From an optimization exercise on the open Yosys and OpenROAD flow, aimed at small area, a short achievable clock period and few clock cycles; shortcuts taken in it are not production practice. In this exercise RTL edits were held to simulation tests only and were not proved equivalent to the original. Power is estimated from default activity; no workload was simulated.

Design qsim_top, start of the top module:
module qsim_top
(
  input  wire        clk,
  input  wire        reset_n,
  input  wire        dut_valid,
  output wire        dut_ready,
  output wire        q_state_input_sram_write_enable,
  output qsim_pkg::addr_t q_state_input_sram_write_address,
  output qsim_pkg::word_t q_state_input_sram_write_data,
  output qsim_pkg::addr_t q_state_input_sram_read_address,
  input  qsim_pkg::word_t q_state_input_sram_read_data,
  output wire        q_state_output_sram_write_enable,
  output qsim_pkg::addr_t q_state_output_sram_write_address,
  output qsim_pkg::word_t q_state_output_sram_write_data,
  input  qsim_pkg::word_t q_state_output_sram_read_data,
  output wire        scratchpad_sram_write_enable,
  output qsim_pkg::addr_t scratchpad_sram_write_address,
  output qsim_pkg::word_t scratchpad_sram_write_data,
  output qsim_pkg::addr_t scratchpad_sram_read_address,
  input  qsim_pkg::word_t scratchpad_sram_read_data,
  output qsim_pkg::addr_t q_gates_sram_read_address,
  input  qsim_pkg::word_t q_gates_sram_read_data
);
clock: 9.0 ns
lec_check: 0
cap_margin: 20
core_margin: 2
core_utilization: 40
cts_cluster_diameter: 80
cts_cluster_size: 30
slew_margin: 20
standard.sh (not shown) runs the stock make flow with config.mk's settings and CLKGATE_MAP_FILE= SYNTH_SCRIPT=/design/flow/synth_recipe.tcl, a recipe that flattens the netlist after the stock synthesis.
==> flow/flow/run.sh <==
#!/bin/bash
# The standard layout (standard.sh) with these changes:
#  - synthesis skips the quick "abc -fast" pass inside Yosys's synth (-noabc);
#    otherwise that pass rewrites the generated full-adder trees so that
#    extract_fa finds most adders with inverted inputs and outputs, which
#    leaves several hundred inverters between the adder cells. Registers,
#    flattening and renaming are as in synth_recipe.tcl.
#  - every port still gets its buffer, but a plain buf_2 instead of the
#    clkdlybuf4s50_1 that buffer_ports picks by itself.
set -euo pipefail
export SETUP_SLACK_MARGIN=${MARGIN:-5.7}
export BUFFER_PORTS_ARGS="-buffer_cell sky130_fd_sc_hd__buf_2"
sed '1s/-nofsm -noshare /-nofsm -noshare -noabc /' synth_recipe.tcl > synth_noabc.tcl
grep -q -- '-noabc' synth_noabc.tcl
sed 's#/synth_recipe\.tcl#/synth_noabc.tcl#g' standard.sh > standard_noabc.sh
grep -q 'synth_noabc.tcl' standard_noabc.sh
bash standard_noabc.sh > standard.log 2>&1
Testbench counts at the start, summed over its fixed seeds: cycles 16,392.
Next try:
--- a/flow/flow/run.sh
+++ b/flow/flow/run.sh
@@ -9,5 +9,5 @@
 #    clkdlybuf4s50_1 that buffer_ports picks by itself.
 set -euo pipefail
-export SETUP_SLACK_MARGIN=${MARGIN:-5.7}
+export SETUP_SLACK_MARGIN=${MARGIN:-5.9}
 export BUFFER_PORTS_ARGS="-buffer_cell sky130_fd_sc_hd__buf_2"
 sed '1s/-nofsm -noshare /-nofsm -noshare -noabc /' synth_recipe.tcl > synth_noabc.tcl
- synthesized area stays the same
- total power climbs by a few percent
- die area is unchanged
- flip-flop and latch count does not change
- final cell count climbs slightly
Next try:
--- a/flow/flow/run.sh
+++ b/flow/flow/run.sh
@@ -9,5 +9,5 @@
 #    clkdlybuf4s50_1 that buffer_ports picks by itself.
 set -euo pipefail
-export SETUP_SLACK_MARGIN=${MARGIN:-5.9}
+export SETUP_SLACK_MARGIN=${MARGIN:-6.0}
 export BUFFER_PORTS_ARGS="-buffer_cell sky130_fd_sc_hd__buf_2"
 sed '1s/-nofsm -noshare /-nofsm -noshare -noabc /' synth_recipe.tcl > synth_noabc.tcl
Effect:
- The new run ran to the end with no violations
- wire length increases by 4.1%
- worst setup slack is worse by 0.0072 ns
- hold slack stays flat
- via count is higher by 1.4%
- sequential cell count is unchanged
- fmax hardly moves
- total power climbs by 6.2%
- sequential power goes up by about 1%
Next try:
--- a/flow/flow/run.sh
+++ b/flow/flow/run.sh
@@ -9,5 +9,5 @@
 #    clkdlybuf4s50_1 that buffer_ports picks by itself.
 set -euo pipefail
-export SETUP_SLACK_MARGIN=${MARGIN:-6.0}
+export SETUP_SLACK_MARGIN=${MARGIN:-5.9}
 export BUFFER_PORTS_ARGS="-buffer_cell sky130_fd_sc_hd__buf_2"
 sed '1s/-nofsm -noshare /-nofsm -noshare -noabc /' synth_recipe.tcl > synth_noabc.tcl
ABC_AREA = 1   (was unset)
The new run finished with timing, DRC and antenna clean. Worst setup slack degrades by 0.068 ns. Clock-buffer cell count goes up by 2. Total power went up by 3.5%. First-iteration DRC count climbs by 11%. Die area came out higher by 0.72%. Non-clock buffer count shrinks by 26. Critical path depth went up by 5. Cell area went down by 2.8%. Combinational power climbs by about 7%. Routed wire length shrinks by 2.2%.
Next try:
--- a/flow/flow/run.sh
+++ b/flow/flow/run.sh
@@ -9,5 +9,5 @@
 #    clkdlybuf4s50_1 that buffer_ports picks by itself.
 set -euo pipefail
-export SETUP_SLACK_MARGIN=${MARGIN:-5.9}
+export SETUP_SLACK_MARGIN=${MARGIN:-6.1}
 export BUFFER_PORTS_ARGS="-buffer_cell sky130_fd_sc_hd__buf_2"
 sed '1s/-nofsm -noshare /-nofsm -noshare -noabc /' synth_recipe.tcl > synth_noabc.tcl
ABC_AREA = unset   (was 1)
Total power is lower by 2.5%.
Cell area is higher by 5.7%.
Critical path depth is lower by 5.
Register-to-register slack improved by 0.14 ns.
Worst setup slack improved by 0.10 ns.
Clock skew is higher by 0.039 ns.
Routed wire length is higher by about 5%.
Die area is lower by 0.71%.
Via count is lower by about 3.7%.
Final cell count is lower by about 7%.

* * *

Starting RTL as in the previous note.
// qsim_top
module qsim_top
(
  input  wire        clk,
  input  wire        reset_n,
  input  wire        dut_valid,
  output wire        dut_ready,
  output wire        q_state_input_sram_write_enable,
  output qsim_pkg::addr_t q_state_input_sram_write_address,
  output qsim_pkg::word_t q_state_input_sram_write_data,
  output qsim_pkg::addr_t q_state_input_sram_read_address,
  input  qsim_pkg::word_t q_state_input_sram_read_data,
  output wire        q_state_output_sram_write_enable,
  output qsim_pkg::addr_t q_state_output_sram_write_address,
  output qsim_pkg::word_t q_state_output_sram_write_data,
  input  qsim_pkg::word_t q_state_output_sram_read_data,
  output wire        scratchpad_sram_write_enable,
  output qsim_pkg::addr_t scratchpad_sram_write_address,
  output qsim_pkg::word_t scratchpad_sram_write_data,
  output qsim_pkg::addr_t scratchpad_sram_read_address,
  input  qsim_pkg::word_t scratchpad_sram_read_data,
  output qsim_pkg::addr_t q_gates_sram_read_address,
  input  qsim_pkg::word_t q_gates_sram_read_data
);
  logic [3:0]  col;
  logic [4:0]  col1;
  logic        src1;
  logic        first2;
  logic [3:0]  wrow;
  logic [4:0]  wrow1;
  logic [31:0] acc;
  qsim_seq qsim_seq_i (
    .clk        (clk),
    .reset_n    (reset_n),
    .dut_valid  (dut_valid),
    .dut_ready  (dut_ready),
    .header_word(q_state_input_sram_read_data),
  ...
export LEC_CHECK = 0
export CAP_MARGIN = 20
export CORE_MARGIN = 2
export CORE_UTILIZATION = 40
export CTS_CLUSTER_DIAMETER = 80
export CTS_CLUSTER_SIZE = 30
export SLEW_MARGIN = 20
create_clock -name core_clock -period 9.0 [get_ports {clk}]
==> flow/flow/run.sh <==
#!/bin/bash
# The standard layout (standard.sh) with these changes:
#  - synthesis skips the quick "abc -fast" pass inside Yosys's synth (-noabc);
#    otherwise that pass rewrites the generated full-adder trees so that
#    extract_fa finds most adders with inverted inputs and outputs, which
#    leaves several hundred inverters between the adder cells. Registers,
#    flattening and renaming are as in synth_recipe.tcl.
#  - every port still gets its buffer, but a plain buf_2 instead of the
#    clkdlybuf4s50_1 that buffer_ports picks by itself.
set -euo pipefail
export SETUP_SLACK_MARGIN=${MARGIN:-5.9}
export BUFFER_PORTS_ARGS="-buffer_cell sky130_fd_sc_hd__buf_2"
sed '1s/-nofsm -noshare /-nofsm -noshare -noabc /' synth_recipe.tcl > synth_noabc.tcl
grep -q -- '-noabc' synth_noabc.tcl
sed 's#/synth_recipe\.tcl#/synth_noabc.tcl#g' standard.sh > standard_noabc.sh
grep -q 'synth_noabc.tcl' standard_noabc.sh
bash standard.sh > standard.log 2>&1
Testbench counts at the start, summed over its fixed seeds: cycles 16,392.
Then changed:
--- a/flow/flow/run.sh
+++ b/flow/flow/run.sh
@@ -17 +17 @@
-bash standard.sh > standard.log 2>&1
+bash standard_noabc.sh > standard.log 2>&1
- CTS_CLUSTER_DIAMETER: 80 -> 60
- CTS_CLUSTER_SIZE: 30 -> 24
Result: Critical path depth went down by 1; non-clock buffer count went up by 4; setup slack is worse by 0.015 ns; total power went down by a few percent; via count went down by a few percent.
Then changed:
--- a/flow/flow/run.sh
+++ b/flow/flow/run.sh
@@ -11 +11 @@
-export SETUP_SLACK_MARGIN=${MARGIN:-5.9}
+export SETUP_SLACK_MARGIN=${MARGIN:-5.8}
- CTS_CLUSTER_DIAMETER: 60 -> 80
- CTS_CLUSTER_SIZE: 24 -> 30
Final area shrinks by 1.8%.
Total power decreases by 4.9%.
Count of clock-buffer cells in the layout falls by 19.
Wire length shrinks by 1.2%.
Setup slack got worse by 0.082 ns.
First-iteration DRC count went down by 5.9%.
Core utilization went down by 0.78 points.
Clock skew came out higher by 0.021 ns.
Then changed:
--- a/flow/flow/run.sh
+++ b/flow/flow/run.sh
@@ -11 +11 @@
-export SETUP_SLACK_MARGIN=${MARGIN:-5.8}
+export SETUP_SLACK_MARGIN=${MARGIN:-5.95}
Effect: The changed run ran to the end with no violations; critical path depth goes up by 6; worst setup slack improves by 0.094 ns; wire length shrinks by 1.6%; via count rose by 0.55%; utilization goes up by 0.65 points; non-clock buffer count rose by 14; power climbs by about 6%; clock skew stays flat; flip-flop and latch count stays the same; clock-buffer cell count falls by 2; sequential share of layout area is about the same.

port drivers added, routing unchanged:
Ports are ideal in the flow. The routed layouts listed here were re-timed in OpenROAD. Step 1, drivers: a clkbuf_16 drives clk and a buf_2 each remaining input, both assumed. Step 2 adds t to the input delays and takes it off the output delays; t is the mean of the earliest and latest rising clock arrival at the registers after step 1. Input paths then give back, and output paths get back, about the clock's delay inside the block. a / b / c = no drivers / after step 1 / after step 2; a / b = the first two.
run | t, ns | slack for setup (ns) | hold WS [ns]
the first run of note 1 | 0.720 | 5.706 / 5.706 / 5.233 | 0.339 / 0.339 / 0.339
the second run of note 1 | 0.709 | 5.951 / 5.888 / 5.291 | 0.338 / 0.338 / 0.338
the third run of note 1 | 0.718 | 5.944 / 5.874 / 5.349 | 0.340 / 0.340 / 0.340
the fourth run of note 1 | 0.692 | 5.875 / 5.875 / 5.395 | 0.340 / 0.340 / 0.340
the fifth run of note 1 | 0.693 | 5.977 / 5.913 / 5.361 | 0.331 / 0.331 / 0.331
the first run of note 2 | 0.683 | 5.919 / 5.894 / 5.281 | 0.339 / 0.339 / 0.339
the second run of note 2 | 0.691 | 5.904 / 5.897 / 5.287 | 0.332 / 0.332 / 0.332
the third run of note 2 | 0.724 | 5.822 / 5.788 / 5.230 | 0.333 / 0.333 / 0.333
the fourth run of note 2 | 0.715 | 5.916 / 5.879 / 5.284 | 0.338 / 0.338 / 0.338
After both steps setup and hold are still met in every run listed. For the second run of note 1, which loses most, drivers alone change the setup slack by -0.063 ns; drivers and shift together by -0.660 ns.
